Background: an optimization exercise with open tools, aiming at small area and a short achievable clock period. Do not read the settings as production practice.
Where RTL was checked, it was by simulation tests only, not by an equivalence proof against the original.
No activity file was given, so power comes from the tool's default toggle rates.

==> inputs of branch onyx <==
// rpn_cpu_core
module rpn_cpu_core #(
    parameter int DATA_W      = 8,
    parameter int NREG        = 32,
    parameter int ADDR_W      = 8,
    parameter int STACK_DEPTH = 4
) (
    input  logic                            clk,
    input  logic                            reset,
    input  logic                            step,
    input  logic [3:0]                      evt,
    input  logic [DATA_W-1:0]               din,
    input  logic [11+2*DATA_W+ADDR_W-1:0]   instr,
    output logic [ADDR_W-1:0]               ip,
    output logic [DATA_W-1:0]               dout,
    output logic [DATA_W-1:0]               gpo,
    output logic [DATA_W-1:0]               flags
);
Settings: LEC_CHECK=0, CAP_MARGIN=20, CELL_PAD_IN_SITES_DETAIL_PLACEMENT=1, CORE_MARGIN=2, CORE_UTILIZATION=35, CTS_BUF_LIST=sky130_fd_sc_hd__clkbuf_8, CTS_CLUSTER_DIAMETER=80, CTS_CLUSTER_SIZE=16, PLACE_DENSITY=0.5, SETUP_SLACK_MARGIN=3.0, SLEW_MARGIN=20; clock period 13.0 ns.
standard.sh (not shown) runs the stock make flow with config.mk's settings and CLKGATE_MAP_FILE= SYNTH_SCRIPT=/design/flow/synth_recipe.tcl, a recipe that flattens the netlist after the stock synthesis.
==> flow/flow/run.sh <==
#!/bin/bash
# Standard ORFS layout, except that:
# - each register-file read port (modules rpn_rdport, rpn_rdsel, rpn_rdsel2) is synthesised
#   from a hand-mapped cell netlist (flow/rdport_map.v: a one-hot AND-OR of a222oi cells)
#   instead of Yosys/ABC's mapping; all registers and the rest of the design go through the
#   standard synthesis unchanged;
# - the port buffers are buf_1 cells (resized later where timing needs it).
set -euo pipefail
python3 flow/subst.py design.v flow/rdport_map.v design_mapped.v > subst.log 2>&1
bash standard.sh VERILOG_FILES="$PWD/design_mapped.v" \
    "BUFFER_PORTS_ARGS=-buffer_cell sky130_fd_sc_hd__buf_1" finish > standard.log 2>&1
Other scripts of this flow, unchanged in this note and not shown: flow/flow/rdport_map.v, flow/flow/subst.py
==> branch harbor (differences from branch onyx) <==
--- a/flow/design.v
+++ b/flow/design.v
@@ -35,32 +35,35 @@
     rpn_rdsel2 u_r1i (.d(rf_q), .s(r1_dir[4:0]), .en(t1 == 2'd2),
                       .alt_a((t1 == 2'd1) ? r1_dir : regs_q[0]),
                       .alt_b((t1 == 2'd1) ? r1_dir : a1), .qa(acc), .qb(num1));
     rpn_rdsel u_r2i (.d(rf_q), .s(r2_dir[4:0]), .en(t2 == 2'd2),
                      .alt((t2 == 2'd1) ? r2_dir : a2), .q(num2));
     assign loc1 = (t1 == 2'd1) ? a1[4:0] : (t1 == 2'd2) ? r1_dir[4:0] : 5'd0;
     assign loc2 = (t2 == 2'd1) ? a2[4:0] : (t2 == 2'd2) ? r2_dir[4:0] : 5'd0;
     logic [8:0]  usum;
-    logic        sad_ovf, umul_ovf, smul_ok, ovf, mc8;
+    logic        sad_ovf, ovf, mc8, mhor, mxs8, zeqh, movf_c0, movf_c1;
     logic [15:0] mx, my;
-    logic [7:0]  mz, prod, mhx, mhy, zeq;
+    logic [7:0]  mz, prod, mhx, mhy;
+    logic [7:1]  zeq;
     assign usum    = {1'b0, acc} + {1'b0, num2};
     assign sad_ovf = (acc[7] == num2[7]) & (usum[7] != acc[7]);
     rpn_mul8 u_mul (.a(acc), .b(num2), .s(cmd[0]), .x(mx), .y(my));
     assign {mc8, mz} = {1'b0, mx[7:0]} + {1'b0, my[7:0]};
     assign prod      = mz ^ {cmd[0], 7'd0};
     assign mhx       = mx[15:8];
     assign mhy       = my[15:8];
-    assign umul_ovf  = (|mhx) | (|mhy) | mc8;
-    assign zeq[0]    = (mhx[0] ^ mhy[0]) == mc8;
+    assign mhor      = (|mhx) | (|mhy);
+    assign mxs8      = mhx[0] ^ mhy[0];
     for (genvar i = 1; i < 8; i++) begin : g_zeq
         assign zeq[i] = (mhx[i] ^ mhy[i]) == (mhx[i-1] | mhy[i-1]);
     end
-    assign smul_ok   = &zeq;
+    assign zeqh      = &zeq;
+    assign movf_c0   = cmd[0] ? ~(zeqh & ~mxs8) : mhor;
+    assign movf_c1   = cmd[0] ? ~(zeqh & mxs8) : 1'b1;
     assign ovf       = cmd[0] ? sad_ovf : usum[8];
     logic [7:0] alu, shf, wd;
     always_comb begin
         case (cmd)
             3'd0, 3'd1: alu = usum[7:0];
             3'd4:       alu = acc & num2;
             3'd5:       alu = acc | num2;
             default:    alu = acc ^ num2;
@@ -118,29 +121,32 @@
         fl_d = (we & (wa == 5'd31)) ? wd : regs_q[31];
         if (g4) fl_d = regs_q[31] & ~cmd_mask;
         if (g3 & ~cmd[2] & ~cmd[1]) fl_d[4] = ovf;
         if (g1 & (cmd == 3'd1)) fl_d[5] = num1[7];
         if (g1 & (cmd == 3'd2)) fl_d[5] = num1[0];
         if (stkerr) fl_d[6] = 1'b1;
         fl_d[3:0] = fl_d[3:0] | evt;
         if (reset) fl_d = 8'd0;
-        if (g3 & ~cmd[2] & cmd[1] & ~reset) fl_d[4] = cmd[0] ? ~smul_ok : umul_ovf;
     end
+    logic       mulf, fl4_c0, fl4_c1;
+    assign mulf   = g3 & ~cmd[2] & cmd[1] & ~reset;
+    assign fl4_c0 = mulf ? movf_c0 : fl_d[4];
+    assign fl4_c1 = mulf ? movf_c1 : fl_d[4];
     for (genvar i = 0; i < 31; i++) begin : g_reg
         if (i == 28) begin : g_din
             always_ff @(posedge clk) begin
                 if (reset | evt[3]) rf_q[8*i +: 8] <= reset ? 8'd0 : din;
                 else if (wen[i]) rf_q[8*i +: 8] <= wdr;
             end
         end else begin : g_gen
             always_ff @(posedge clk) if (wen[i]) rf_q[8*i +: 8] <= wdr;
         end
     end
-    always_ff @(posedge clk) rf_q[255:248] <= fl_d;
+    always_ff @(posedge clk) rf_q[255:248] <= {fl_d[7:5], mc8 ? fl4_c1 : fl4_c0, fl_d[3:0]};
     logic [7:0] ip_inc, ip_d;
     logic       jump;
     assign ip_inc = ip_q + 8'd1;
     always_comb begin
         ip_d = ip_inc;
         if (g2 & take) ip_d = addr;
         if (g4 & regs_q[31][cmd]) ip_d = addr;
         if (g5 & (cmd == 3'd0) & push_ok) ip_d = addr;
- CORE_UTILIZATION: 35 -> 30
- CTS_CLUSTER_DIAMETER: 80 -> unset
- CTS_CLUSTER_SIZE: 16 -> unset
- PLACE_DENSITY: 0.5 -> 0.45
- SETUP_SLACK_MARGIN: 3.0 -> 2.5
==> branch yarrow (differences from branch onyx) <==
- CTS_BUF_LIST: sky130_fd_sc_hd__clkbuf_8 -> sky130_fd_sc_hd__clkbuf_8 sky130_fd_sc_hd__clkbuf_16
- CTS_CLUSTER_DIAMETER: 80 -> 90
- CTS_CLUSTER_SIZE: 16 -> 20
- SETUP_SLACK_MARGIN: 3.0 -> 2.5
==> run notes <==
Between branch yarrow and branch onyx, the lower worst hold slack is in branch yarrow (gap 3.1 ps). In branch harbor the synthesized cell count is larger than in branch onyx, by 2.0%. Against branch onyx, the register-to-register slack of branch harbor is lower by 400 ps. Via count: branch yarrow is lower than branch harbor (about 1.6%).
==> figures <==
Status: branch onyx finished clean; branch yarrow finished clean; branch harbor finished clean
Final core utilization: branch onyx 42.31%; branch yarrow 40.70%; branch harbor 37.10%
Area taken by flip-flops and latches: branch onyx 8798 µm²; branch yarrow 8798 µm²; branch harbor 8788 µm²
Clock group share of total power: branch onyx 17.4%; branch yarrow 19.9%; branch harbor 24.4%
Signal arrival time at the worst endpoint: branch onyx 10,630 ps; branch yarrow 10,840 ps; branch harbor 11,110 ps
Maximum clock frequency: branch onyx 97.97 MHz; branch yarrow 94.67 MHz; branch harbor 94.56 MHz
Number of clock buffers in the layout: branch onyx 29; branch yarrow 23; branch harbor 62
Ratio of layout area to synthesized area: branch onyx 1.1918x; branch yarrow 1.1465x; branch harbor 1.2297x
Starting DRC count in detailed routing: branch onyx 5,044; branch yarrow 5,159; branch harbor 4,614
Xor-xnor portion of the synthesized cell area: branch onyx 1.964%; branch yarrow 1.964%; branch harbor 1.905%
For branch harbor, only the layout was checked, not whether the RTL still works.

## what the ideal ports hide
The results above use ideal ports. As a check the final layouts listed here were re-extracted and re-timed, cells and wires unchanged. Step 1 sets driving cells, clkbuf_16 on the clock port and buf_2 on the other inputs (assumed; they add their load-dependent delay and slew). Step 2, shift: input delay + t, output delay - t, t = (earliest + latest rising clock arrival at the registers) / 2. This alone moves slack from input paths to output paths. a / b / c = ideal / step 1 / step 2; a / b = the first two.
run | t (ns) | setup WS [ns] | worst setup path at the end | clock arrival spread, ns
branch onyx | 0.714 | 2.792 / 2.723 / 2.009 | input to register | 0.026 / 0.026
branch harbor | 0.705 | 2.424 / 2.364 / 1.659 | input to register | 0.022 / 0.022
branch yarrow | 0.615 | 2.437 / 2.398 / 1.783 | input to register | 0.025 / 0.026
After both steps every run listed still meets setup and hold. The setup slack of branch onyx, which loses most, moves by -0.069 ns with the drivers and by -0.783 ns with both steps.
